This is an optimization exercise on Yosys and OpenROAD, whose aim is small area, not a production implementation. Only simulation tests tie the RTL to the original design; equivalence was not proved. Power and IR drop assume default switching activity.

File: flow/design.v
package macro_stream_out_pkg;
   localparam int OUT_W = 40;
   localparam int CW = 17;
   localparam int EW = 12 + CW;
endpackage
module macro_stream_out_sq (
   input  logic [12:0] a,
   input  logic [12:0] b,
   output logic [9:0] hi
);
   wire p1 = a[0] & a[1];
   wire p2 = a[0] & a[2];
   wire p3 = a[0] & a[3];
   wire p4 = a[0] & a[4];
   wire p5 = a[0] & a[5];
   wire p6 = a[0] & a[6];
   wire p7 = a[0] & a[7];
   wire p8 = a[0] & a[8];
   wire p9 = a[0] & a[9];
   wire p10 = a[0] & a[10];
   wire p11 = a[0] & a[11];
   wire p12 = a[1] & a[2];
   wire p13 = a[1] & a[3];
   wire p14 = a[1] & a[4];
   wire p15 = a[1] & a[5];
   wire p16 = a[1] & a[6];
   wire p17 = a[1] & a[7];
   wire p18 = a[1] & a[8];
   wire p19 = a[1] & a[9];
   wire p20 = a[1] & a[10];
   wire p21 = a[1] & a[11];
   wire p22 = a[2] & a[3];
   wire p23 = a[2] & a[4];
   wire p24 = a[2] & a[5];
   wire p25 = a[2] & a[6];
   wire p26 = a[2] & a[7];
   wire p27 = a[2] & a[8];
   wire p28 = a[2] & a[9];
   wire p29 = a[2] & a[10];
   wire p30 = a[2] & a[11];
   wire p31 = a[3] & a[4];
   wire p32 = a[3] & a[5];
   wire p33 = a[3] & a[6];
   wire p34 = a[3] & a[7];
   wire p35 = a[3] & a[8];
   wire p36 = a[3] & a[9];
   wire p37 = a[3] & a[10];
   wire p38 = a[3] & a[11];
   wire p39 = a[4] & a[5];
   wire p40 = a[4] & a[6];
   wire p41 = a[4] & a[7];
   wire p42 = a[4] & a[8];
   wire p43 = a[4] & a[9];
   wire p44 = a[4] & a[10];
   wire p45 = a[4] & a[11];
   wire p46 = a[5] & a[6];
   wire p47 = a[5] & a[7];
   wire p48 = a[5] & a[8];
   wire p49 = a[5] & a[9];
   wire p50 = a[5] & a[10];
   wire p51 = a[5] & a[11];
   wire p52 = a[6] & a[7];
   wire p53 = a[6] & a[8];
   wire p54 = a[6] & a[9];
   wire p55 = a[6] & a[10];
   wire p56 = a[6] & a[11];
   wire p57 = a[7] & a[8];
   wire p58 = a[7] & a[9];
   wire p59 = a[7] & a[10];
   wire p60 = a[7] & a[11];
   wire p61 = a[8] & a[9];
   wire p62 = a[8] & a[10];
   wire p63 = a[8] & a[11];
   wire p64 = a[9] & a[10];
   wire p65 = a[9] & a[11];
   wire p66 = a[10] & a[11];
   wire p67 = ~(a[12] & a[0]);
   wire p68 = ~(a[12] & a[1]);
   wire p69 = ~(a[12] & a[2]);
   wire p70 = ~(a[12] & a[3]);
   wire p71 = ~(a[12] & a[4]);
   wire p72 = ~(a[12] & a[5]);
   wire p73 = ~(a[12] & a[6]);
   wire p74 = ~(a[12] & a[7]);
   wire p75 = ~(a[12] & a[8]);
   wire p76 = ~(a[12] & a[9]);
   wire p77 = ~(a[12] & a[10]);
   wire p78 = ~(a[12] & a[11]);
   wire p79 = b[0] & b[1];
   wire p80 = b[0] & b[2];
   wire p81 = b[0] & b[3];
   wire p82 = b[0] & b[4];
   wire p83 = b[0] & b[5];
   wire p84 = b[0] & b[6];
   wire p85 = b[0] & b[7];
   wire p86 = b[0] & b[8];
   wire p87 = b[0] & b[9];
   wire p88 = b[0] & b[10];
   wire p89 = b[0] & b[11];
   wire p90 = b[1] & b[2];
   wire p91 = b[1] & b[3];
   wire p92 = b[1] & b[4];
   wire p93 = b[1] & b[5];
   wire p94 = b[1] & b[6];
   wire p95 = b[1] & b[7];
   wire p96 = b[1] & b[8];
   wire p97 = b[1] & b[9];
   wire p98 = b[1] & b[10];
   wire p99 = b[1] & b[11];
   wire p100 = b[2] & b[3];
   wire p101 = b[2] & b[4];
   wire p102 = b[2] & b[5];
   wire p103 = b[2] & b[6];
   wire p104 = b[2] & b[7];
   wire p105 = b[2] & b[8];
   wire p106 = b[2] & b[9];
   wire p107 = b[2] & b[10];
   wire p108 = b[2] & b[11];
   wire p109 = b[3] & b[4];
   wire p110 = b[3] & b[5];
   wire p111 = b[3] & b[6];
   wire p112 = b[3] & b[7];
   wire p113 = b[3] & b[8];
   wire p114 = b[3] & b[9];
   wire p115 = b[3] & b[10];
   wire p116 = b[3] & b[11];
   wire p117 = b[4] & b[5];
   wire p118 = b[4] & b[6];
   wire p119 = b[4] & b[7];
   wire p120 = b[4] & b[8];
   wire p121 = b[4] & b[9];
   wire p122 = b[4] & b[10];
   wire p123 = b[4] & b[11];
   wire p124 = b[5] & b[6];
   wire p125 = b[5] & b[7];
   wire p126 = b[5] & b[8];
   wire p127 = b[5] & b[9];
   wire p128 = b[5] & b[10];
   wire p129 = b[5] & b[11];
   wire p130 = b[6] & b[7];
   wire p131 = b[6] & b[8];
   wire p132 = b[6] & b[9];
   wire p133 = b[6] & b[10];
   wire p134 = b[6] & b[11];
   wire p135 = b[7] & b[8];
   wire p136 = b[7] & b[9];
   wire p137 = b[7] & b[10];
   wire p138 = b[7] & b[11];
   wire p139 = b[8] & b[9];
   wire p140 = b[8] & b[10];
   wire p141 = b[8] & b[11];
   wire p142 = b[9] & b[10];
   wire p143 = b[9] & b[11];
   wire p144 = b[10] & b[11];
   wire p145 = ~(b[12] & b[0]);
   wire p146 = ~(b[12] & b[1]);
   wire p147 = ~(b[12] & b[2]);
   wire p148 = ~(b[12] & b[3]);
   wire p149 = ~(b[12] & b[4]);
   wire p150 = ~(b[12] & b[5]);
   wire p151 = ~(b[12] & b[6]);
   wire p152 = ~(b[12] & b[7]);
   wire p153 = ~(b[12] & b[8]);
   wire p154 = ~(b[12] & b[9]);
   wire p155 = ~(b[12] & b[10]);
   wire p156 = ~(b[12] & b[11]);
   wire s157 = a[1] ^ b[1] ^ p1;
   wire c158 = (a[1] & b[1]) | (a[1] & p1) | (b[1] & p1);
   wire s159 = p2 ^ p80 ^ c158;
   wire c160 = (p2 & p80) | (p2 & c158) | (p80 & c158);
   wire s161 = a[2] ^ b[2] ^ p12;
   wire c162 = (a[2] & b[2]) | (a[2] & p12) | (b[2] & p12);
   wire s163 = p3 ^ p81 ^ p90;
   wire c164 = (p3 & p81) | (p3 & p90) | (p81 & p90);
   wire s165 = s161 ^ s163 ^ c160;
   wire c166 = (s161 & s163) | (s161 & c160) | (s163 & c160);
   wire s167 = p13 ^ p4 ^ p82;
   wire c168 = (p13 & p4) | (p13 & p82) | (p4 & p82);
   wire s169 = p91 ^ c162 ^ c164;
   wire c170 = (p91 & c162) | (p91 & c164) | (c162 & c164);
   wire s171 = s167 ^ s169 ^ c166;
   wire c172 = (s167 & s169) | (s167 & c166) | (s169 & c166);
   wire s173 = a[3] ^ b[3] ^ p100;
   wire c174 = (a[3] & b[3]) | (a[3] & p100) | (b[3] & p100);
   wire s175 = p14 ^ p22 ^ p5;
   wire c176 = (p14 & p22) | (p14 & p5) | (p22 & p5);
   wire s177 = p83 ^ p92 ^ c168;
   wire c178 = (p83 & p92) | (p83 & c168) | (p92 & c168);
   wire s179 = s173 ^ s175 ^ c170;
   wire c180 = (s173 & s175) | (s173 & c170) | (s175 & c170);
   wire s181 = s177 ^ s179 ^ c172;
   wire c182 = (s177 & s179) | (s177 & c172) | (s179 & c172);
   wire s183 = p101 ^ p15 ^ p23;
   wire c184 = (p101 & p15) | (p101 & p23) | (p15 & p23);
   wire s185 = p6 ^ p84 ^ p93;
   wire c186 = (p6 & p84) | (p6 & p93) | (p84 & p93);
   wire s187 = c174 ^ c176 ^ s183;
   wire c188 = (c174 & c176) | (c174 & s183) | (c176 & s183);
   wire s189 = s185 ^ c178 ^ s187;
   wire c190 = (s185 & c178) | (s185 & s187) | (c178 & s187);
   wire s191 = c180 ^ s189 ^ c182;
   wire c192 = (c180 & s189) | (c180 & c182) | (s189 & c182);
   wire s193 = a[4] ^ b[4] ^ p102;
   wire c194 = (a[4] & b[4]) | (a[4] & p102) | (b[4] & p102);
   wire s195 = p109 ^ p16 ^ p24;
   wire c196 = (p109 & p16) | (p109 & p24) | (p16 & p24);
   wire s197 = p31 ^ p7 ^ p85;
   wire c198 = (p31 & p7) | (p31 & p85) | (p7 & p85);
   wire s199 = p94 ^ c184 ^ c186;
   wire c200 = (p94 & c184) | (p94 & c186) | (c184 & c186);
   wire s201 = s193 ^ s195 ^ s197;
   wire c202 = (s193 & s195) | (s193 & s197) | (s195 & s197);
   wire s203 = c188 ^ s199 ^ s201;
   wire c204 = (c188 & s199) | (c188 & s201) | (s199 & s201);
   wire s205 = c190 ^ s203 ^ c192;
   wire c206 = (c190 & s203) | (c190 & c192) | (s203 & c192);
   wire s207 = p103 ^ p110 ^ p17;
   wire c208 = (p103 & p110) | (p103 & p17) | (p110 & p17);
   wire s209 = p25 ^ p32 ^ p8;
   wire c210 = (p25 & p32) | (p25 & p8) | (p32 & p8);
   wire s211 = p86 ^ p95 ^ c194;
   wire c212 = (p86 & p95) | (p86 & c194) | (p95 & c194);
   wire s213 = c196 ^ c198 ^ s207;
   wire c214 = (c196 & c198) | (c196 & s207) | (c198 & s207);
   wire s215 = s209 ^ c200 ^ c202;
   wire c216 = (s209 & c200) | (s209 & c202) | (c200 & c202);
   wire s217 = s211 ^ s213 ^ c204;
   wire c218 = (s211 & s213) | (s211 & c204) | (s213 & c204);
   wire s219 = s215 ^ s217 ^ c206;
   wire c220 = (s215 & s217) | (s215 & c206) | (s217 & c206);
   wire s221 = a[5] ^ b[5] ^ p104;
   wire c222 = (a[5] & b[5]) | (a[5] & p104) | (b[5] & p104);
   wire s223 = p111 ^ p117 ^ p18;
   wire c224 = (p111 & p117) | (p111 & p18) | (p117 & p18);
   wire s225 = p26 ^ p33 ^ p39;
   wire c226 = (p26 & p33) | (p26 & p39) | (p33 & p39);
   wire s227 = p87 ^ p9 ^ p96;
   wire c228 = (p87 & p9) | (p87 & p96) | (p9 & p96);
   wire s229 = c208 ^ c210 ^ s221;
   wire c230 = (c208 & c210) | (c208 & s221) | (c210 & s221);
   wire s231 = s223 ^ s225 ^ s227;
   wire c232 = (s223 & s225) | (s223 & s227) | (s225 & s227);
   wire s233 = c212 ^ c214 ^ s229;
   wire c234 = (c212 & c214) | (c212 & s229) | (c214 & s229);
   wire s235 = s231 ^ c216 ^ s233;
   wire c236 = (s231 & c216) | (s231 & s233) | (c216 & s233);
   wire s237 = c218 ^ s235 ^ c220;
   wire c238 = (c218 & s235) | (c218 & c220) | (s235 & c220);
   wire s239 = p10 ^ p105 ^ p112;
   wire c240 = (p10 & p105) | (p10 & p112) | (p105 & p112);
   wire s241 = p118 ^ p19 ^ p27;
   wire c242 = (p118 & p19) | (p118 & p27) | (p19 & p27);
   wire s243 = p34 ^ p40 ^ p88;
   wire c244 = (p34 & p40) | (p34 & p88) | (p40 & p88);
   wire s245 = p97 ^ c222 ^ c224;
   wire c246 = (p97 & c222) | (p97 & c224) | (c222 & c224);
   wire s247 = c226 ^ c228 ^ s239;
   wire c248 = (c226 & c228) | (c226 & s239) | (c228 & s239);
   wire s249 = s241 ^ s243 ^ c230;
   wire c250 = (s241 & s243) | (s241 & c230) | (s243 & c230);
   wire s251 = c232 ^ s245 ^ s247;
   wire c252 = (c232 & s245) | (c232 & s247) | (s245 & s247);
   wire s253 = c234 ^ s249 ^ s251;
   wire c254 = (c234 & s249) | (c234 & s251) | (s249 & s251);
   wire s255 = c236 ^ s253 ^ c238;
   wire c256 = (c236 & s253) | (c236 & c238) | (s253 & c238);
   wire s257 = a[6] ^ b[6] ^ p106;
   wire c258 = (a[6] & b[6]) | (a[6] & p106) | (b[6] & p106);
   wire s259 = p11 ^ p113 ^ p119;
   wire c260 = (p11 & p113) | (p11 & p119) | (p113 & p119);
   wire s261 = p124 ^ p20 ^ p28;
   wire c262 = (p124 & p20) | (p124 & p28) | (p20 & p28);
   wire s263 = p35 ^ p41 ^ p46;
   wire c264 = (p35 & p41) | (p35 & p46) | (p41 & p46);
   wire s265 = p89 ^ p98 ^ c240;
   wire c266 = (p89 & p98) | (p89 & c240) | (p98 & c240);
   wire s267 = c242 ^ c244 ^ s257;
   wire c268 = (c242 & c244) | (c242 & s257) | (c244 & s257);
   wire s269 = s259 ^ s261 ^ s263;
   wire c270 = (s259 & s261) | (s259 & s263) | (s261 & s263);
   wire s271 = c246 ^ c248 ^ s265;
   wire c272 = (c246 & c248) | (c246 & s265) | (c248 & s265);
   wire s273 = s267 ^ s269 ^ c250;
   wire c274 = (s267 & s269) | (s267 & c250) | (s269 & c250);
   wire s275 = c252 ^ s271 ^ s273;
   wire c276 = (c252 & s271) | (c252 & s273) | (s271 & s273);
   wire s277 = c254 ^ s275 ^ c256;
   wire c278 = (c254 & s275) | (c254 & c256) | (s275 & c256);
   wire s279 = p107 ^ p114 ^ p120;
   wire c280 = (p107 & p114) | (p107 & p120) | (p114 & p120);
   wire s281 = p125 ^ p145 ^ p21;
   wire c282 = (p125 & p145) | (p125 & p21) | (p145 & p21);
   wire s283 = p29 ^ p36 ^ p42;
   wire c284 = (p29 & p36) | (p29 & p42) | (p36 & p42);
   wire s285 = p47 ^ p67 ^ p99;
   wire c286 = (p47 & p67) | (p47 & p99) | (p67 & p99);
   wire s287 = c258 ^ c260 ^ c262;
   wire c288 = (c258 & c260) | (c258 & c262) | (c260 & c262);
   wire s289 = c264 ^ s279 ^ s281;
   wire c290 = (c264 & s279) | (c264 & s281) | (s279 & s281);
   wire s291 = s283 ^ s285 ^ c266;
   wire c292 = (s283 & s285) | (s283 & c266) | (s285 & c266);
   wire s293 = c268 ^ c270 ^ s287;
   wire c294 = (c268 & c270) | (c268 & s287) | (c270 & s287);
   wire s295 = s289 ^ c272 ^ s291;
   wire c296 = (s289 & c272) | (s289 & s291) | (c272 & s291);
   wire s297 = s293 ^ c274 ^ s295;
   wire c298 = (s293 & c274) | (s293 & s295) | (c274 & s295);
   wire s299 = c276 ^ s297 ^ c278;
   wire c300 = (c276 & s297) | (c276 & c278) | (s297 & c278);
   wire s301 = ~(a[7] ^ b[7]);
   wire c302 = a[7] | b[7];
   wire s303 = p108 ^ p115 ^ p121;
   wire c304 = (p108 & p115) | (p108 & p121) | (p115 & p121);
   wire s305 = p126 ^ p130 ^ p146;
   wire c306 = (p126 & p130) | (p126 & p146) | (p130 & p146);
   wire s307 = p30 ^ p37 ^ p43;
   wire c308 = (p30 & p37) | (p30 & p43) | (p37 & p43);
   wire s309 = p48 ^ p52 ^ p68;
   wire c310 = (p48 & p52) | (p48 & p68) | (p52 & p68);
   wire s311 = s301 ^ c280 ^ c282;
   wire c312 = (s301 & c280) | (s301 & c282) | (c280 & c282);
   wire s313 = c284 ^ c286 ^ s303;
   wire c314 = (c284 & c286) | (c284 & s303) | (c286 & s303);
   wire s315 = s305 ^ s307 ^ s309;
   wire c316 = (s305 & s307) | (s305 & s309) | (s307 & s309);
   wire s317 = c288 ^ c290 ^ s311;
   wire c318 = (c288 & c290) | (c288 & s311) | (c290 & s311);
   wire s319 = s313 ^ s315 ^ c292;
   wire c320 = (s313 & s315) | (s313 & c292) | (s315 & c292);
   wire s321 = c294 ^ s317 ^ c296;
   wire c322 = (c294 & s317) | (c294 & c296) | (s317 & c296);
   wire s323 = s319 ^ c298 ^ s321;
   wire c324 = (s319 & c298) | (s319 & s321) | (c298 & s321);
   wire s325 = p116 ^ p122 ^ p127;
   wire c326 = (p116 & p122) | (p116 & p127) | (p122 & p127);
   wire s327 = p131 ^ p147 ^ p38;
   wire c328 = (p131 & p147) | (p131 & p38) | (p147 & p38);
   wire s329 = p44 ^ p49 ^ p53;
   wire c330 = (p44 & p49) | (p44 & p53) | (p49 & p53);
   wire s331 = p69 ^ c302 ^ c304;
   wire c332 = (p69 & c302) | (p69 & c304) | (c302 & c304);
   wire s333 = c306 ^ c308 ^ c310;
   wire c334 = (c306 & c308) | (c306 & c310) | (c308 & c310);
   wire s335 = s325 ^ s327 ^ s329;
   wire c336 = (s325 & s327) | (s325 & s329) | (s327 & s329);
   wire s337 = c312 ^ c314 ^ c316;
   wire c338 = (c312 & c314) | (c312 & c316) | (c314 & c316);
   wire s339 = s331 ^ s333 ^ s335;
   wire c340 = (s331 & s333) | (s331 & s335) | (s333 & s335);
   wire s341 = c318 ^ s337 ^ s339;
   wire c342 = (c318 & s337) | (c318 & s339) | (s337 & s339);
   wire s343 = c320 ^ s341 ^ c322;
   wire c344 = (c320 & s341) | (c320 & c322) | (s341 & c322);
   wire s345 = a[8] ^ b[8] ^ p123;
   wire c346 = (a[8] & b[8]) | (a[8] & p123) | (b[8] & p123);
   wire s347 = p128 ^ p132 ^ p135;
   wire c348 = (p128 & p132) | (p128 & p135) | (p132 & p135);
   wire s349 = p148 ^ p45 ^ p50;
   wire c350 = (p148 & p45) | (p148 & p50) | (p45 & p50);
   wire s351 = p54 ^ p57 ^ p70;
   wire c352 = (p54 & p57) | (p54 & p70) | (p57 & p70);
   wire s353 = c326 ^ c328 ^ c330;
   wire c354 = (c326 & c328) | (c326 & c330) | (c328 & c330);
   wire s355 = s345 ^ s347 ^ s349;
   wire c356 = (s345 & s347) | (s345 & s349) | (s347 & s349);
   wire s357 = s351 ^ c332 ^ c334;
   wire c358 = (s351 & c332) | (s351 & c334) | (c332 & c334);
   wire s359 = c336 ^ s353 ^ s355;
   wire c360 = (c336 & s353) | (c336 & s355) | (s353 & s355);
   wire s361 = c338 ^ s357 ^ c340;
   wire c362 = (c338 & s357) | (c338 & c340) | (s357 & c340);
   wire s363 = s359 ^ c342 ^ s361;
   wire c364 = (s359 & c342) | (s359 & s361) | (c342 & s361);
   wire s365 = p129 ^ p133 ^ p136;
   wire c366 = (p129 & p133) | (p129 & p136) | (p133 & p136);
   wire s367 = p149 ^ p51 ^ p55;
   wire c368 = (p149 & p51) | (p149 & p55) | (p51 & p55);
   wire s369 = p58 ^ p71 ^ c346;
   wire c370 = (p58 & p71) | (p58 & c346) | (p71 & c346);
   wire s371 = c348 ^ c350 ^ c352;
   wire c372 = (c348 & c350) | (c348 & c352) | (c350 & c352);
   wire s373 = s365 ^ s367 ^ c354;
   wire c374 = (s365 & s367) | (s365 & c354) | (s367 & c354);
   wire s375 = c356 ^ s369 ^ s371;
   wire c376 = (c356 & s369) | (c356 & s371) | (s369 & s371);
   wire s377 = c358 ^ s373 ^ c360;
   wire c378 = (c358 & s373) | (c358 & c360) | (s373 & c360);
   wire s379 = s375 ^ c362 ^ s377;
   wire c380 = (s375 & c362) | (s375 & s377) | (c362 & s377);
   wire s381 = a[9] ^ b[9] ^ p134;
   wire c382 = (a[9] & b[9]) | (a[9] & p134) | (b[9] & p134);
   wire s383 = p137 ^ p139 ^ p150;
   wire c384 = (p137 & p139) | (p137 & p150) | (p139 & p150);
   wire s385 = p56 ^ p59 ^ p61;
   wire c386 = (p56 & p59) | (p56 & p61) | (p59 & p61);
   wire s387 = p72 ^ c366 ^ c368;
   wire c388 = (p72 & c366) | (p72 & c368) | (c366 & c368);
   wire s389 = s381 ^ s383 ^ s385;
   wire c390 = (s381 & s383) | (s381 & s385) | (s383 & s385);
   wire s391 = c370 ^ c372 ^ s387;
   wire c392 = (c370 & c372) | (c370 & s387) | (c372 & s387);
   wire s393 = s389 ^ c374 ^ c376;
   wire c394 = (s389 & c374) | (s389 & c376) | (c374 & c376);
   wire s395 = s391 ^ c378 ^ s393;
   wire c396 = (s391 & c378) | (s391 & s393) | (c378 & s393);
   wire s397 = p138 ^ p140 ^ p151;
   wire c398 = (p138 & p140) | (p138 & p151) | (p140 & p151);
   wire s399 = p60 ^ p62 ^ p73;
   wire c400 = (p60 & p62) | (p60 & p73) | (p62 & p73);
   wire s401 = c382 ^ c384 ^ c386;
   wire c402 = (c382 & c384) | (c382 & c386) | (c384 & c386);
   wire s403 = s397 ^ s399 ^ c388;
   wire c404 = (s397 & s399) | (s397 & c388) | (s399 & c388);
   wire s405 = c390 ^ s401 ^ c392;
   wire c406 = (c390 & s401) | (c390 & c392) | (s401 & c392);
   wire s407 = s403 ^ c394 ^ s405;
   wire c408 = (s403 & c394) | (s403 & s405) | (c394 & s405);
   wire s409 = a[10] ^ b[10] ^ p141;
   wire c410 = (a[10] & b[10]) | (a[10] & p141) | (b[10] & p141);
   wire s411 = p142 ^ p152 ^ p63;
   wire c412 = (p142 & p152) | (p142 & p63) | (p152 & p63);
   wire s413 = p64 ^ p74 ^ c398;
   wire c414 = (p64 & p74) | (p64 & c398) | (p74 & c398);
   wire s415 = c400 ^ s409 ^ s411;
   wire c416 = (c400 & s409) | (c400 & s411) | (s409 & s411);
   wire s417 = c402 ^ s413 ^ s415;
   wire c418 = (c402 & s413) | (c402 & s415) | (s413 & s415);
   wire s419 = c404 ^ s417 ^ c406;
   wire c420 = (c404 & s417) | (c404 & c406) | (s417 & c406);
   wire s421 = p143 ^ p153 ^ p65;
   wire c422 = (p143 & p153) | (p143 & p65) | (p153 & p65);
   wire s423 = p75 ^ c410 ^ c412;
   wire c424 = (p75 & c410) | (p75 & c412) | (c410 & c412);
   wire s425 = s421 ^ c414 ^ c416;
   wire c426 = (s421 & c414) | (s421 & c416) | (c414 & c416);
   wire s427 = s423 ^ c418 ^ s425;
   wire c428 = (s423 & c418) | (s423 & s425) | (c418 & s425);
   wire s429 = a[11] ^ b[11] ^ p144;
   wire c430 = (a[11] & b[11]) | (a[11] & p144) | (b[11] & p144);
   wire s431 = p154 ^ p66 ^ p76;
   wire c432 = (p154 & p66) | (p154 & p76) | (p66 & p76);
   wire s433 = c422 ^ s429 ^ s431;
   wire c434 = (c422 & s429) | (c422 & s431) | (s429 & s431);
   wire s435 = c424 ^ s433 ^ c426;
   wire c436 = (c424 & s433) | (c424 & c426) | (s433 & c426);
   wire s437 = p155 ^ p77 ^ c430;
   wire c438 = (p155 & p77) | (p155 & c430) | (p77 & c430);
   wire s439 = c432 ^ c434 ^ s437;
   wire c440 = (c432 & c434) | (c432 & s437) | (c434 & s437);
   wire s441 = a[12] ^ b[12] ^ p156;
   wire c442 = (a[12] & b[12]) | (a[12] & p156) | (b[12] & p156);
   wire s443 = p78 ^ s441 ^ c438;
   wire c444 = (p78 & s441) | (p78 & c438) | (s441 & c438);
   wire k445 = a[0] & b[0];
   wire k446 = p79 & s157;
   wire k447 = s159 & k446;
   wire k448 = s165 & k447;
   wire k449 = s171 & k448;
   wire k450 = s181 & k449;
   wire k451 = s191 & k450;
   wire k452 = s205 & k451;
   wire k453 = s219 & k452;
   wire k454 = s237 & k453;
   wire k455 = s255 & k454;
   wire k456 = s277 & k455;
   wire k457 = s299 & k456;
   wire k458 = (s323 & c300) | (s323 & k457) | (c300 & k457);
   wire k459 = (c324 & s343) | (c324 & k458) | (s343 & k458);
   wire [9:0] ra = {c442, c440, s439, c428, s427, c408, c396, c380, c364, s363};
   wire [9:0] rb = {c444, s443, c436, s435, c420, s419, s407, s395, s379, c344};
   assign hi = ra + rb + 10'(k459);
endmodule
module macro_stream_out_fifo #(
   parameter int WIDTH = 29
) (
   input  logic             clk,
   input  logic             rst,
   input  logic             push,
   input  logic [WIDTH-1:0] wdata,
   input  logic             pop,
   output logic [WIDTH-1:0] rdata,
   output logic             full,
   output logic             empty
);
   logic [3:0]             ptr_q;
   logic [7:0][WIDTH-1:0]  mem_q;
   logic                   wr_en, rd_en;
   always_comb begin
      empty = ptr_q[3];
      full  = (ptr_q == 4'd7);
      rd_en = pop & ~empty;
      wr_en = push & (~full | rd_en);
      rdata = mem_q[ptr_q[2:0]];
   end
   always_ff @(posedge clk) begin
      if (rst)                ptr_q <= 4'b1111;
      else if (wr_en & ~rd_en) ptr_q <= ptr_q + 4'd1;
      else if (rd_en & ~wr_en) ptr_q <= ptr_q - 4'd1;
   end
   always_ff @(posedge clk) if (wr_en) mem_q <= {mem_q[6:0], wdata};
endmodule
module macro_stream_out (
   input  logic        clk,
   input  logic        rst,
   input  logic        en,
   input  logic        in_valid,
   input  logic        barrier,
   input  logic [15:0] u_x,
   input  logic [15:0] u_y,
   input  logic [15:0] rho,
   output logic        out_valid,
   input  logic        out_ready,
   output logic [39:0] out_data,
   output logic        frame_done,
   output logic [15:0] frame_count,
   output logic        overflow
);
   localparam int CW = macro_stream_out_pkg::CW;
   localparam int EW = macro_stream_out_pkg::EW;
   logic [9:0]    sq;
   logic          big_x, big_y;
   logic          sat, spec;
   logic [7:0]    inten;
   logic [CW-1:0] c0, c1_q, c2_q, c3_q;
   logic          v1_q, v2_q, v3_q;
   logic [5:0]    x_q, y_q;
   logic          last, fifo_full, fifo_empty, pop;
   logic          frame_done_q, overflow_q;
   logic [15:0]   frame_count_q;
   logic [EW-1:0] rdata;
   macro_stream_out_sq u_sq (.a(u_x[12:0]), .b(u_y[12:0]), .hi(sq));
   always_comb begin
      big_x = ~((&u_x[15:12]) | ~(|u_x[15:12]));
      big_y = ~((&u_y[15:12]) | ~(|u_y[15:12]));
      sat   = big_x | big_y | (|sq[9:8]);
      spec  = barrier | sat;
      inten = barrier ? 8'h00 : (sat ? 8'hFF : sq[7:0]);
      c0    = {spec, inten, rho[15], rho[15] ? 7'd0 : rho[14:8]};
   end
   always_ff @(posedge clk) begin
      c1_q <= c0;
      c2_q <= c1_q;
      c3_q <= c2_q;
   end
   assign last = (x_q == 6'd49) && (y_q == 6'd49);
   assign pop  = out_ready & ~fifo_empty;
   always_ff @(posedge clk) begin
      if (rst) begin
         v1_q          <= 1'b0;
         v2_q          <= 1'b0;
         v3_q          <= 1'b0;
         x_q           <= '0;
         y_q           <= '0;
         frame_done_q  <= 1'b0;
         frame_count_q <= '0;
         overflow_q    <= 1'b0;
      end else begin
         v1_q          <= en & in_valid;
         v2_q          <= v1_q;
         v3_q          <= v2_q;
         if (v3_q) begin
            if (x_q == 6'd49) begin
               x_q <= '0;
               y_q <= (y_q == 6'd49) ? '0 : y_q + 6'd1;
            end else begin
               x_q <= x_q + 6'd1;
            end
         end
         frame_done_q  <= v3_q & last;
         frame_count_q <= frame_count_q + 16'(v3_q & last);
         overflow_q    <= overflow_q | (v3_q & fifo_full & ~pop);
      end
   end
   macro_stream_out_fifo #(.WIDTH(EW)) u_fifo (
      .clk   (clk),
      .rst   (rst),
      .push  (v3_q),
      .wdata ({x_q, y_q, c3_q}),
      .pop   (out_ready),
      .rdata (rdata),
      .full  (fifo_full),
      .empty (fifo_empty)
   );
   assign out_valid   = ~fifo_empty;
   assign out_data    = {2'b00, rdata[28:23], 2'b00, rdata[22:17],
                         5'b00000, rdata[7], rdata[16] & rdata[15], rdata[16] & ~rdata[15],
                         rdata[15:8], 1'b0, rdata[6:0]};
   assign frame_done  = frame_done_q;
   assign frame_count = frame_count_q;
   assign overflow    = overflow_q;
endmodule
File: flow/constraint.sdc
create_clock -name core_clock -period 10.0 [get_ports {clk}]
set_input_delay 2.0000 -clock core_clock [delete_from_list [all_inputs] [get_ports {clk}]]
set_output_delay 2.0000 -clock core_clock [all_outputs]
set_load 0.01 [all_outputs]
File: flow/config.mk
export PLATFORM = sky130hd
export DESIGN_NAME = macro_stream_out
export DESIGN_NICKNAME = macro_stream_out
export VERILOG_FILES = /design/flow/design.v
export SDC_FILE = /design/flow/constraint.sdc
export NUM_CORES = 4
export LEC_CHECK = 0
export CAP_MARGIN = 20
export CORE_MARGIN = 2
export CORE_UTILIZATION = 40
export CTS_CLUSTER_DIAMETER = 60
export CTS_CLUSTER_SIZE = 24
export SLEW_MARGIN = 20
File: flow/run.sh
#!/bin/bash
# synth_recipe.tcl (not shown) runs the flow's synth.tcl, then flattens the netlist and writes it again
# the make line also repeats each setting of config.mk as NAME=value (left out here)
make -C /OpenROAD-flow-scripts/flow DESIGN_CONFIG=/design/flow/config.mk WORK_HOME=/design/flow/orfs CLKGATE_MAP_FILE= SYNTH_SCRIPT=/design/flow/synth_recipe.tcl finish
==> summary.txt, run 1 <==
Placed design
  • HPWL after DPL: 20800 um
  • Placed Area: 18100 um^2
  • # port buffers: 94
  • GP Congestion: 0.838

Power and ir drop
  • P_leak: 7.12 nW
  • Reg power frac: 40.0%
  • Logic pwr share: 35.6%
  • Clock Power Share: 24.4%
  • PwrDens: 191 nW/um^2
  • Worst vdd ir: 0.150 mV
  • Sw Ratio: 32.0%
  • Net Sw Power: 1.15 mW
  • Int Power: 2.45 mW

Layout
  • Fillers: 3636
  • # diodes: 0
  • Layout cells sized above 1: 12.8%
  • Area Growth Syn to Fin: 13.9%
  • Fin area: 18800 um^2
  • Fin util: 46.2%
  • Final nets: 1469

Timing
  • Hold violation count in the final report: 0
  • Fmax: 0.106 GHz
  • Period utilisation layout: 94.3%
  • Pin slew with the least headroom to its limit: 1.04 ns
  • Crit path time final: 9.43 ns
  • Max-slew violations: 0
  • Clock Skews: 0.0141 ns
  • Slew headroom: 30.8%
  • RSZ-0062 raised after global routing: no
  • Setup Viol. Count Final: 0
  • Setup TNS: 0 ns

Drt
  • Final ANT Viol Nets: 0
  • Pre-antenna DRT Iters: 5
  • Initial DRC count: 537
  • Via count: 8902
  • Vias per inst: 4.95
  • # DRC: 0
  • WL final: 30100 um
  • Avg WL per Cell: 16.8 um

Yosys
  • Register area share after synthesis: 52.9%
  • Syn Inst Count: 1155
  • Syn Area/Cell: 14.3 um^2
  • #FFs+latches synth: 320
  • Largest area contributor in the netlist: edfxtp_1
  • Synth warn: 2
  • Most common cell in the synthesized netlist: edfxtp_1
  • Mapped Area: 16500 um^2
  • Async set or reset register ratio after synthesis: 0%
  • Top post-synthesis cells by count: 232 x edfxtp_1, 154 x inv_1, 141 x fa_1
  • Number of distinct library cells after synthesis: 54
  • EDFF count, synth: 232
  • Main area contributors after synthesis: edfxtp_1 42%, fa_1 17%, dfxtp_1 11%, mux4_2 7.9%, inv_1 3.5%
  • Share of the synthesized area in the top cell type: 42.2%
  • Post-synth top flop: edfxtp_1

Floorplanning
  • Row cnt: 74
  • Initial Util: 40.5%
  • Area of the core: 40700 um^2
  • Ports: 113
  • Die Area: 42900 um^2
  • Chip width: 207 um
  • Die Y: 207 um

Worst setup path
  • Critical path arrival: 9.78 ns
  • CP Launch Type: input pin
  • WS Path Type: in2reg
  • Data required, critical path: 10.35 ns
  • Worst path most repeated cell: fa_1
  • Family with the most delay on the worst path: adder cells
  • Worst stage delay on the critical path: 0.52 ns
  • Buffers and inverters on the worst path: 7
  • Crit-path slowest cell: clkdlybuf4s50_1
  • Endpoint class of the critical path: flop
  • Worst-path maximum fanout: 9

Global route
  • Largest net degree at the start of global routing: 209
  • All-Layer GR Usage: 14.2%
  • Via count of the first global-routing pass: 9364
  • First-pass GRT wire length: 50100 um
  • Initial antenna violation count: 0
  • Grt total ovfl: 0

CTS
  • Latest clock arrival within the worst-skew pair: 0.51 ns
  • Clock Tree Buf Depth: 3
  • CTS root buf: clkbuf_16
  • Post-CTS Hold Fix Bufs: 0
  • CTS buffer count: 20
  • Clock transition at path regs: 0.09 ns
  • # Post-CTS Setup Buffers: 0
  • # resized after CTS: 0
  • CTS tree: yes
  • Maximum level of the CTS H-tree: 1
  • Sink Count: 320

Status
  • Status: complete, no violations

Flow run
  • Max cap viols: 0

Hold path
  • Class of the worst hold path: reg2reg
[layout by cell type, fill, tap and decap left out, types with 3 or more instances in the layout]
cell type	count
nand3_1	10
clkbuf_1	5
nand2b_1	4
nor4_1	3
nor2_1	29
and3_1	4
nor2b_1	14
mux2i_1	4
clkdlybuf4s50_1	94
nand2_1	86
o21ai_0	3
a21oi_1	13
inv_1	154
mux4_2	58
and2_1	88
a21o_1	5
a41oi_1	8
nand3b_1	3
clkbuf_16	21
fa_1	141
or3_1	4
ha_1	23
xnor2_1	11
dfxtp_1	85
buf_4	35
nand4_1	12
mux2_2	29
edfxtp_1	232
nor3_1	7
xor2_1	22
o21ai_1	4
conb_1	10
[sequential cells by signal, indices dropped and copies added, names as in the netlist, 4 cells and up]
name           flops
y_q                6
c3_q              17
c1_q              17
frame_count_q     16
u_fifo.ptr_q       4
c2_q              17
u_fifo.mem_q     232
x_q                6
[area by class of cell]
class | count | area, um^2 | area share, %
Sequential cell | 320 | 8730 | 46.4
Multi-Input combinational cell | 625 | 6920 | 36.8
Timing Repair Buffer | 130 | 1220 | 6.51
Tap cell | 532 | 666 | 3.54
Inverter | 154 | 578 | 3.07
Clock buffer | 26 | 544 | 2.89
Clock inverter | 10 | 138 | 0.732
[metal layers]
layer	vias to the layer above	GRT usage, %	wire length, um
li1	4087	-	-
met1	4638	20.0	14000
met2	149	23.8	14600
met3	28	1.77	1060
met4	0	2.56	406
met5	-	0	0
[kinds of logic (layout without fill, tap and decap cells)]
| logic type | count (synthesis) | after routing | synth area share, % |
|---|---|---|---|
| flops | 320 | 320 | 52.9 |
| other cells | 1 | 10 | 0.0227 |
| simple gates | 278 | 278 | 8.85 |
| buf+inv | 219 | 320 | 5.42 |
| mux | 91 | 91 | 10.1 |
| compound gates | 48 | 48 | 2.03 |
| xor+xnor | 33 | 33 | 1.75 |
| fa+ha+maj | 165 | 165 | 18.9 |
[worst paths after layout]
kind / endpoint / startpoint / cells after the start / slack [ns]
worst min register to register: c3_q[5] / c2_q[5] / 0 / 0.32
worst min-delay path: c3_q[5] / c2_q[5] / 0 / 0.32
worst max register to register: u_fifo.ptr_q[3] / u_fifo.ptr_q[0] / 12 / 6.10
worst max-delay path: c1_q[15] / u_x[1] / 30 / 0.57
[worst reg2reg max path: stages, from the launching register on]
cell	delay (ns)
dfxtp_4	0.73
buf_4	0.67
nand3_1	0.14
nor3_1	0.53
nor2_4	0.29
ha_1	0.31
inv_1	0.13
ha_1	0.25
a21o_1	0.17
a21oi_1	0.17
xnor2_1	0.09
or3_1	0.30
nand3_1	0.08
[per-stage QoR]
| stage | hold slack [ns] | setup slack (ns) | power (mW) | cells |
|---|---|---|---|---|
| 5_1_grt | 0.317 | 0.140 | 3.89 | 1797 |
| 3_5_place_dp | 0.312 | 0.0313 | 2.76 | 1761 |
| 6_report | 0.319 | 0.568 | 3.60 | 1797 |
| 4_1_cts | 0.320 | 0.567 | 3.66 | 1797 |
| 2_1_floorplan | 0.310 | 0.867 | 2.43 | 1164 |
| 3_3_place_gp | 0.311 | 0.0717 | 2.77 | 1761 |
[power by group through the flow]
stage / logic (mW) / registers (mW) / clock network [mW]
after floorplan: 0.962 / 1.47 / 0
after global placement: 1.30 / 1.47 / 0
after detailed placement: 1.29 / 1.47 / 0
after CTS: 1.31 / 1.44 / 0.916
after global routing: 1.48 / 1.44 / 0.964
final: 1.28 / 1.44 / 0.878
==> run 2, diff against run 1 <==
--- a/flow/config.mk
+++ b/flow/config.mk
@@ -8,6 +8,4 @@
 export CAP_MARGIN = 20
 export CORE_MARGIN = 2
 export CORE_UTILIZATION = 40
-export CTS_CLUSTER_DIAMETER = 60
-export CTS_CLUSTER_SIZE = 24
 export SLEW_MARGIN = 20
==> summary.txt, run 2 <==
Worst setup path
  • Crit-path slowest cell: clkdlybuf4s50_1
  • Critical path arrival: 9.78 ns
  • CP Launch Type: input pin
  • Data required, critical path: 10.40 ns
  • WS Path Type: in2reg
  • Worst path most repeated cell: fa_1
  • Worst stage delay on the critical path: 0.52 ns
  • Endpoint class of the critical path: flop
  • Worst-path maximum fanout: 9

Timing
  • Clock Skews: 0.0217 ns
  • Setup TNS: 0 ns
  • RSZ-0062 raised after global routing: no
  • Period utilisation layout: 93.8%
  • Final worst slack: 0.616 ns
  • Pin slew with the least headroom to its limit: 1.05 ns
  • Crit path time final: 9.38 ns
  • Hold violation count in the final report: 0
  • Max-slew violations: 0
  • Fmax: 0.107 GHz
  • Setup Viol. Count Final: 0
  • Slew headroom: 30.1%

CTS
  • Latest clock arrival within the worst-skew pair: 0.56 ns
  • # resized after CTS: 0
  • CTS root buf: clkbuf_16
  • Post-CTS Hold Fix Bufs: 0
  • CTS tree: yes
  • Maximum level of the CTS H-tree: 1
  • Clock Tree Buf Depth: 3
  • Sink Count: 320
  • CTS buffer count: 31
  • # Post-CTS Setup Buffers: 0
  • Clock transition at path regs: 0.07 ns

Flow run
  • Max cap viols: 0

Yosys
  • #FFs+latches synth: 320
  • Post-synth top flop: edfxtp_1
  • Register area share after synthesis: 52.9%
  • Syn Area/Cell: 14.3 um^2
  • Most common cell in the synthesized netlist: edfxtp_1
  • Mapped Area: 16500 um^2
  • Synth warn: 2
  • Syn Inst Count: 1155
  • Largest area contributor in the netlist: edfxtp_1
  • EDFF count, synth: 232
  • Main area contributors after synthesis: edfxtp_1 42%, fa_1 17%, dfxtp_1 11%, mux4_2 7.9%, inv_1 3.5%
  • Share of the synthesized area in the top cell type: 42.2%
  • Async set or reset register ratio after synthesis: 0%
  • Top post-synthesis cells by count: 232 x edfxtp_1, 154 x inv_1, 141 x fa_1
  • Number of distinct library cells after synthesis: 54

Placed design
  • GP Congestion: 0.838
  • Pre-CTS setup slack: 0.0313 ns
  • # port buffers: 94
  • HPWL after DPL: 20800 um

Layout
  • Layout cells sized above 1: 14.1%
  • Multi-input gate area: 6920 um^2
  • Final nets: 1480
  • Largest register FFs: 232
  • Largest reg by FF count: u_fifo.mem_q
  • FF/Latch Area: 8730 um^2
  • # diodes: 0
  • Fillers: 3606
  • Area Growth Syn to Fin: 15.8%
  • Most common cell after layout, fill and taps aside: edfxtp_1
  • Most frequent cells in the layout: 232 x edfxtp_1, 154 x inv_1, 141 x fa_1

Global route
  • Grt total ovfl: 0
  • Via count of the first global-routing pass: 9523
  • Largest net degree at the start of global routing: 209
  • All-Layer GR Usage: 14.4%
  • First-pass GRT wire length: 50700 um
  • Initial antenna violation count: 0

Floorplanning
  • Die Area: 42900 um^2
  • Chip width: 207 um
  • Initial Util: 40.5%
  • Die Y: 207 um
  • Row cnt: 74
  • Ports: 113
  • Area of the core: 40700 um^2

Status
  • Status: complete, no violations

Power and ir drop
  • PwrDens: 200 nW/um^2
  • Worst vdd ir: 0.150 mV
  • P_leak: 7.27 nW

Hold path
  • Class of the worst hold path: reg2reg

Drt
  • WL final: 30600 um
  • Initial DRC count: 516
  • Final ANT Viol Nets: 0
  • Avg WL per Cell: 16.8 um
  • Vias per inst: 4.96
  • # DRC: 0
  • Pre-antenna DRT Iters: 5
  • Via count: 9029
==> run 2: worst paths after layout <==
kind	start	to	slack (ns)	cells past startpoint
setup / recovery	u_x[1]	c1_q[15]	0.62	30
hold / removal	c2_q[1]	c3_q[1]	0.32	0
setup reg to reg	u_fifo.ptr_q[0]	u_fifo.ptr_q[3]	6.14	12
hold reg to reg	c2_q[1]	c3_q[1]	0.32	0
==> run 2: metal layers <==
metal / track usage, % / vias to the layer above / share of wire, %
met4: 3.45 / 0 / 1.9
met3: 1.96 / 51 / 4.5
li1: - / 4117 / -
met2: 24.1 / 202 / 49
met5: 0 / - / 0
met1: 20.0 / 4659 / 45
==> run 2: critical path: cells and delay by family <==
kind	cells	cell delay, ns
and+or+nand+nor	5	0.99
AOI/OAI and AO/OA	4	0.48
buffers and inverters	7	1.01
adders and majority gates	13	5.14
xor gates and xnor gates	1	0.15
==> run 2: cell families (layout without fill, tap and decap cells) <==
logic type | count (synthesis) | count (layout) | share of synthesized area, %
DFF | 320 | 320 | 52.9
and+or+nand+nor | 278 | 278 | 8.85
buffers and inverters | 219 | 342 | 5.42
adders and majority gates | 165 | 165 | 18.9
muxes | 91 | 91 | 10.1
AOI/OAI and AO/OA | 48 | 48 | 2.03
xor gates and xnor gates | 33 | 33 | 1.75
other | 1 | 10 | 0.0227
==> run 2: report_power, final <==
group	internal (mW)	switching (mW)	total (mW)	leakage, nW
Clock	0.622	0.485	1.11	0.485
Sequential	1.43	0.00866	1.44	2.82
Combinational	0.583	0.698	1.28	3.96
==> run 2: metrics by stage <==
step	cell area (um^2)	total power, mW	std cells	util, %	hold WS, ns
6_report	19100	3.83	1819	46.9	0.320
5_1_grt	19100	4.12	1819	46.9	0.330
4_1_cts	19100	3.90	1819	46.9	0.323
3_5_place_dp	18100	2.76	1761	44.5	0.312
3_3_place_gp	18100	2.77	1761	44.5	0.311
2_1_floorplan	16500	2.43	1164	-	0.310
==> run 2: layout make-up <==
cell class                      count  share of cell area [%]
Tap cell                          532                    3.48
Clock buffer                       43                    4.62
Timing Repair Buffer              130                    6.40
Inverter                          154                    3.03
Multi-Input combinational cell    625                    36.2
Sequential cell                   320                    45.7
Clock inverter                     15                   0.504
==> run 3, diff against run 2 <==
--- a/flow/config.mk
+++ b/flow/config.mk
@@ -8,4 +8,6 @@
 export CAP_MARGIN = 20
 export CORE_MARGIN = 2
 export CORE_UTILIZATION = 40
+export CTS_CLUSTER_DIAMETER = 80
+export CTS_CLUSTER_SIZE = 30
 export SLEW_MARGIN = 20
==> summary.txt, run 3 <==
CTS
  • # Post-CTS Setup Buffers: 0
  • Latest clock arrival within the worst-skew pair: 0.50 ns
  • CTS tree: yes
  • Clock Tree Buf Depth: 3
  • Clock transition at path regs: 0.10 ns
  • Post-CTS Hold Fix Bufs: 0
  • CTS buffer count: 15
  • # resized after CTS: 0
  • CTS root buf: clkbuf_16
  • Sink Count: 320
  • Maximum level of the CTS H-tree: 1

Timing
  • Slew headroom: 30.0%
  • Setup Viol. Count Final: 0
  • Setup TNS: 0 ns
  • RSZ-0062 raised after global routing: no
  • Crit path time final: 9.45 ns
  • Fmax: 0.106 GHz
  • Clock Skews: 0.0228 ns
  • Hold violation count in the final report: 0
  • Max-slew violations: 0
  • Pin slew with the least headroom to its limit: 1.05 ns
  • Period utilisation layout: 94.5%

Yosys
  • Share of the synthesized area in the top cell type: 42.2%
  • Xor-xnor portion of the synthesized cell area: 1.75%
  • Mapped Area: 16500 um^2
  • Top post-synthesis cells by count: 232 x edfxtp_1, 154 x inv_1, 141 x fa_1
  • Main area contributors after synthesis: edfxtp_1 42%, fa_1 17%, dfxtp_1 11%, mux4_2 7.9%, inv_1 3.5%
  • Syn Area/Cell: 14.3 um^2
  • Post-Synth Simple-Gate Area: 8.85%
  • Synth Area in Compound Gates: 2.03%
  • Post-synth top flop: edfxtp_1
  • Syn Inst Count: 1155
  • Largest family of logic cells by synthesized area: adder cells
  • EDFF count, synth: 232
  • Async set or reset register ratio after synthesis: 0%
  • Register area share after synthesis: 52.9%
  • #FFs+latches synth: 320
  • Largest area contributor in the netlist: edfxtp_1
  • Post-synthesis mux area share: 10.1%
  • Number of distinct library cells after synthesis: 54
  • Area share of fa/ha/maj cells after synthesis: 18.9%
  • Synth warn: 2
  • Most common cell in the synthesized netlist: edfxtp_1

Floorplanning
  • Die Y: 207 um
  • Die Area: 42900 um^2
  • Row cnt: 74
  • Area of the core: 40700 um^2
  • Ports: 113
  • Chip width: 207 um
  • Initial Util: 40.5%

Power and ir drop
  • P_leak: 7.00 nW
  • Logic pwr share: 37.6%
  • Clock Power Share: 20.2%
  • PwrDens: 184 nW/um^2
  • Int Power: 2.31 mW
  • Worst vdd ir: 0.150 mV
  • Net Sw Power: 1.10 mW
  • Reg power frac: 42.2%
  • Sw Ratio: 32.3%

Worst setup path
  • WS Path Type: in2reg
  • Worst path most repeated cell: fa_1
  • Crit-path slowest cell: clkdlybuf4s50_1
  • Worst-path maximum fanout: 9
  • CP Launch Type: input pin
  • Worst stage delay on the critical path: 0.52 ns
  • Data required, critical path: 10.33 ns
  • Buffers and inverters on the worst path: 7
  • Critical path arrival: 9.79 ns
  • Endpoint class of the critical path: flop
  • Family with the most delay on the worst path: adder cells

Layout
  • Fin area: 18600 um^2
  • Largest reg by FF count: u_fifo.mem_q
  • Fin util: 45.6%
  • Most frequent cells in the layout: 232 x edfxtp_1, 154 x inv_1, 141 x fa_1
  • # diodes: 0
  • Area Growth Syn to Fin: 12.6%
  • Layout cells sized above 1: 11.9%
  • Largest register FFs: 232
  • Most common cell after layout, fill and taps aside: edfxtp_1
  • Layout Cells excl Fill: 1786
  • Final nets: 1464

Drt
  • Vias per inst: 4.97
  • Via count: 8873
  • Avg WL per Cell: 16.8 um
  • WL final: 30000 um
  • Final ANT Viol Nets: 0
  • # DRC: 0
  • Pre-antenna DRT Iters: 6
  • Initial DRC count: 553

Flow run
  • Max cap viols: 0

Placed design
  • # port buffers: 94
  • HPWL after DPL: 20800 um
  • Placed cell count: 1761
  • Placed Area: 18100 um^2
  • GP Congestion: 0.838

Global route
  • Initial antenna violation count: 0
  • Largest net degree at the start of global routing: 209
  • All-Layer GR Usage: 14.1%
  • First-pass GRT wire length: 49700 um
  • Via count of the first global-routing pass: 9276
  • Grt total ovfl: 0

Hold path
  • Class of the worst hold path: reg2reg

Status
  • Status: complete, no violations
run 3: cell counts after synthesis:
No cell type changed its count.
run 3: layout make-up:
| type | instances | area (um^2) |
|---|---|---|
| fill | 3663 | 22200 |
| sequential | 320 | 8730 |
| multi-input combinational | 625 | 6920 |
| timing repair buffer | 130 | 1220 |
| tap | 532 | 666 |
| inverter | 154 | 578 |
| clock buffer | 22 | 402 |
| clock inverter | 3 | 51.3 |
run 3: metrics by stage:
step           hold WS, ns  worst slack [ns]  power (mW)
2_1_floorplan        0.310             0.867        2.43
3_3_place_gp         0.311            0.0717        2.77
3_5_place_dp         0.312            0.0313        2.76
4_1_cts              0.337             0.548        3.47
5_1_grt              0.344             0.121        3.69
6_report             0.335             0.547        3.41
run 3: path summary, 6_finish.rpt:
check             startpoint              end  slack [ns]  cells after the start
max                   u_x[1]         c1_q[15]        0.55                     30
min                 c1_q[12]         c2_q[12]        0.34                      0
max reg2reg  u_fifo.ptr_q[0]  u_fifo.ptr_q[3]        6.10                     12
min reg2reg         c1_q[12]         c2_q[12]        0.34                      0
run 3: cell families (layout without fill, tap and decap cells):
family / count (synthesis) / in the layout
other: 1 / 10
flip-flops: 320 / 320
AO/OA/AOI/OAI: 48 / 48
buffers and inverters: 219 / 309
AND/OR/NAND/NOR: 278 / 278
XOR/XNOR: 33 / 33
adder cells (fa/ha/maj): 165 / 165
multiplexers: 91 / 91
run 3: routing by layer:
layer / GRT usage, % / vias up / part of all wire (%)
met5: 0 / - / 0
met4: 2.71 / 0 / 1.5
met3: 1.65 / 29 / 3.6
met2: 23.6 / 168 / 48
met1: 20.0 / 4610 / 47
li1: - / 4066 / -
run 3: worst register-to-register path, stage by stage, from the launching register on:
cell     delay (ns)
dfxtp_4        0.74
buf_4          0.67
nand3_1        0.13
nor3_1         0.53
nor2_4         0.29
ha_1           0.30
inv_1          0.13
ha_1           0.25
a21o_1         0.17
a21oi_1        0.17
xnor2_1        0.09
or3_1          0.30
nand3_1        0.08
run 3: power by group through the flow:
stage | combinational (mW) | clock (mW) | sequential [mW]
after CTS | 1.31 | 0.724 | 1.44
after floorplan | 0.962 | 0 | 1.47
after global placement | 1.30 | 0 | 1.47
after global routing | 1.48 | 0.766 | 1.44
after detailed placement | 1.29 | 0 | 1.47
final | 1.28 | 0.691 | 1.44
==> run 4, diff against run 3 <==
--- a/flow/design.v
+++ b/flow/design.v
@@ -483,20 +483,21 @@
    output logic             full,
    output logic             empty
 );
-   logic [3:0]             ptr_q;
+   logic [7:0]             head_q;
    logic [7:0][WIDTH-1:0]  mem_q;
    logic                   wr_en, rd_en;
    always_comb begin
-      empty = ptr_q[3];
-      full  = (ptr_q == 4'd7);
+      empty = ~(|head_q);
+      full  = head_q[7];
       rd_en = pop & ~empty;
       wr_en = push & (~full | rd_en);
-      rdata = mem_q[ptr_q[2:0]];
+      rdata = '0;
+      for (int i = 0; i < 8; i++) rdata = rdata | ({WIDTH{head_q[i]}} & mem_q[i]);
    end
    always_ff @(posedge clk) begin
-      if (rst)                ptr_q <= 4'b1111;
-      else if (wr_en & ~rd_en) ptr_q <= ptr_q + 4'd1;
-      else if (rd_en & ~wr_en) ptr_q <= ptr_q - 4'd1;
+      if (rst)                 head_q <= '0;
+      else if (wr_en & ~rd_en) head_q <= {head_q[6:0], empty};
+      else if (rd_en & ~wr_en) head_q <= {1'b0, head_q[7:1]};
    end
    always_ff @(posedge clk) if (wr_en) mem_q <= {mem_q[6:0], wdata};
 endmodule
==> summary.txt, run 4 <==
Status
  • Status: complete, no violations

Worst setup path
  • WS Path Type: in2reg
  • Worst path most repeated cell: fa_1
  • Worst stage delay on the critical path: 0.50 ns
  • Data required, critical path: 10.45 ns
  • Endpoint class of the critical path: flop
  • Worst-path maximum fanout: 9
  • Crit-path slowest cell: clkdlybuf4s50_1
  • Critical path arrival: 9.90 ns
  • CP Launch Type: input pin

Floorplanning
  • Area of the core: 39500 um^2
  • Initial Util: 40.3%
  • Row cnt: 73
  • Die Area: 41500 um^2
  • Die Y: 204 um
  • Chip width: 204 um
  • Ports: 113

Timing
  • Period utilisation layout: 94.4%
  • Slew headroom: 41.8%
  • RSZ-0062 raised after global routing: no
  • Crit path time final: 9.44 ns
  • Hold WS: 0.325 ns
  • Pin slew with the least headroom to its limit: 0.872 ns
  • Fmax: 0.106 GHz
  • Hold violation count in the final report: 0
  • Setup Viol. Count Final: 0
  • Max-slew violations: 0
  • Setup TNS: 0 ns
  • Clock Skews: 0.0378 ns
  • Final worst slack: 0.556 ns

Layout
  • # diodes: 0
  • Fin util: 46.0%
  • Fillers: 3576
  • Layout cells sized above 1: 6.08%
  • Final nets: 1537
  • Largest register FFs: 232
  • Largest reg by FF count: u_fifo.mem_q
  • Area Growth Syn to Fin: 14.1%
  • Most frequent cells in the layout: 232 x edfxtp_1, 155 x inv_1, 140 x fa_1
  • Most common cell after layout, fill and taps aside: edfxtp_1
  • Layout Cells excl Fill: 1858
  • Fin area: 18200 um^2

Placed design
  • # port buffers: 94
  • Placed cell count: 1827
  • Pre-CTS setup slack: -0.0000115 ns
  • HPWL after DPL: 21600 um
  • Placed Area: 17600 um^2
  • GP Congestion: 0.815

Power and ir drop
  • Logic pwr share: 35.0%
  • Reg power frac: 42.2%
  • Net Sw Power: 1.12 mW
  • Total power: 3.43 mW
  • PwrDens: 188 nW/um^2
  • Clock Power Share: 22.8%
  • Sw Ratio: 32.6%
  • Int Power: 2.31 mW
  • P_leak: 6.74 nW
  • Worst vdd ir: 0.176 mV

CTS
  • # resized after CTS: 0
  • Sink Count: 324
  • # Post-CTS Setup Buffers: 0
  • CTS buffer count: 17
  • Maximum level of the CTS H-tree: 1
  • Clock Tree Buf Depth: 3
  • Latest clock arrival within the worst-skew pair: 0.53 ns
  • CTS tree: yes
  • Clock transition at path regs: 0.11 ns
  • Post-CTS Hold Fix Bufs: 0
  • CTS root buf: clkbuf_16

Drt
  • Initial DRC count: 628
  • Via count: 9405
  • Vias per inst: 5.06
  • Avg WL per Cell: 17.4 um
  • WL final: 32200 um
  • Pre-antenna DRT Iters: 5
  • # DRC: 0
  • Final ANT Viol Nets: 0

Yosys
  • #FFs+latches synth: 324
  • Synth warn: 2
  • Mapped Area: 16000 um^2
  • EDFF count, synth: 232
  • Post-synth top flop: edfxtp_1
  • Largest area contributor in the netlist: edfxtp_1
  • Share of the synthesized area in the top cell type: 43.7%
  • Most common cell in the synthesized netlist: edfxtp_1
  • Top post-synthesis cells by count: 232 x edfxtp_1, 155 x inv_1, 140 x fa_1
  • Syn Inst Count: 1232
  • Register area share after synthesis: 55.2%
  • Syn Area/Cell: 12.9 um^2
  • Main area contributors after synthesis: edfxtp_1 44%, fa_1 18%, dfxtp_1 12%, a22oi_1 5.5%, inv_1 3.6%
  • Async set or reset register ratio after synthesis: 0%
  • Number of distinct library cells after synthesis: 46

Global route
  • All-Layer GR Usage: 15.8%
  • Grt total ovfl: 0
  • Largest net degree at the start of global routing: 233
  • Initial antenna violation count: 0
  • Via count of the first global-routing pass: 9577
  • First-pass GRT wire length: 51900 um

Hold path
  • Class of the worst hold path: reg2reg

Flow run
  • Max cap viols: 0
-- run 4: power by group through the flow --
stage               sequential, mW  clock [mW]  combinational [mW]
CTS                           1.45       0.812                1.23
global route                  1.45       0.849                1.40
global placement              1.48           0                1.21
floorplan                     1.48           0               0.904
finish                        1.45       0.781                1.20
detailed placement            1.48           0                1.22
-- run 4: area by class of cell --
type                            count  area [um^2]  share of cell area (%)
Timing Repair Buffer              138         1330                    7.30
Clock inverter                      8          103                   0.564
Sequential cell                   324         8810                    48.4
Inverter                          155          582                    3.20
Multi-Input combinational cell    686         6270                    34.5
Tap cell                          525          657                    3.61
Clock buffer                       22          444                    2.44
-- run 4: layer usage --
| metal | part of all wire (%) | wire length [um] | vias to the layer above | track usage, % |
|---|---|---|---|---|
| li1 | - | - | 4336 | - |
| met1 | 45 | 14400 | 4779 | 22.2 |
| met2 | 49 | 15800 | 252 | 26.3 |
| met3 | 4.5 | 1470 | 38 | 1.66 |
| met4 | 1.9 | 628 | 0 | 4.20 |
| met5 | 0 | 0 | - | 0 |
-- run 4: final timing paths --
| kind | startpoint | endpoint | slack [ns] | cells past startpoint |
|---|---|---|---|---|
| worst max register to register | x_q[0] | frame_count_q[6] | 7.30 | 11 |
| worst min-delay path | c1_q[9] | c2_q[9] | 0.33 | 0 |
| worst max-delay path | u_x[1] | c1_q[10] | 0.56 | 31 |
| worst min register to register | c1_q[9] | c2_q[9] | 0.33 | 0 |
-- run 4: logic make-up (layout without fill, tap and decap cells) --
logic type / Yosys count / after routing / share of synthesized area, %
xor+xnor: 34 / 34 / 1.87
mux: 6 / 6 / 0.377
fa+ha+maj: 162 / 162 / 19.3
compound gates: 163 / 163 / 7.33
flops: 324 / 324 / 55.2
buf+inv: 231 / 323 / 5.73
other cells: 1 / 10 / 0.0235
simple gates: 311 / 311 / 10.2
-- run 4: critical path, delay by kind of cell --
family | cells | cell delay, ns
AOI/OAI and AO/OA | 4 | 0.54
xor gates and xnor gates | 1 | 0.15
adders and majority gates | 13 | 5.19
buffers and inverters | 7 | 0.95
and+or+nand+nor | 6 | 1.07

[separate check: timing with driven ports]
How much do the figures lean on ideal ports? The routed layouts below were timed once more, with nothing changed but the port constraints.
Step 1, drivers: a clkbuf_16 drives clk and a buf_2 each remaining input, both assumed.
Step 2 adds t to the input delays and takes it off the output delays; t is the mean of the earliest and latest rising clock arrival at the registers after step 1. Input paths then give back, and output paths get back, about the clock's delay inside the block.
Slacks: ideal ports / drivers / drivers and shift; pairs: ideal ports / drivers.
| run | shift t [ns] | setup WS [ns] | clock arrival spread, ns | slew at the worst register clock pin (ns) | pins driven straight from the clock port |
|---|---|---|---|---|---|
| run 1 | 0.546 | 0.568 / 0.590 / 0.044 | 0.020 / 0.020 | 0.09 / 0.09 | 1 |
| run 2 | 0.591 | 0.616 / 0.637 / 0.046 | 0.026 / 0.026 | 0.07 / 0.07 | 1 |
| run 3 | 0.528 | 0.547 / 0.569 / 0.041 | 0.023 / 0.023 | 0.11 / 0.11 | 1 |
| run 4 | 0.562 | 0.556 / 0.589 / 0.026 | 0.043 / 0.043 | 0.11 / 0.11 | 1 |
After both steps setup and hold are still met in every run listed. For run 2, which loses most, drivers alone change the setup slack by +0.021 ns; drivers and shift together by -0.570 ns.
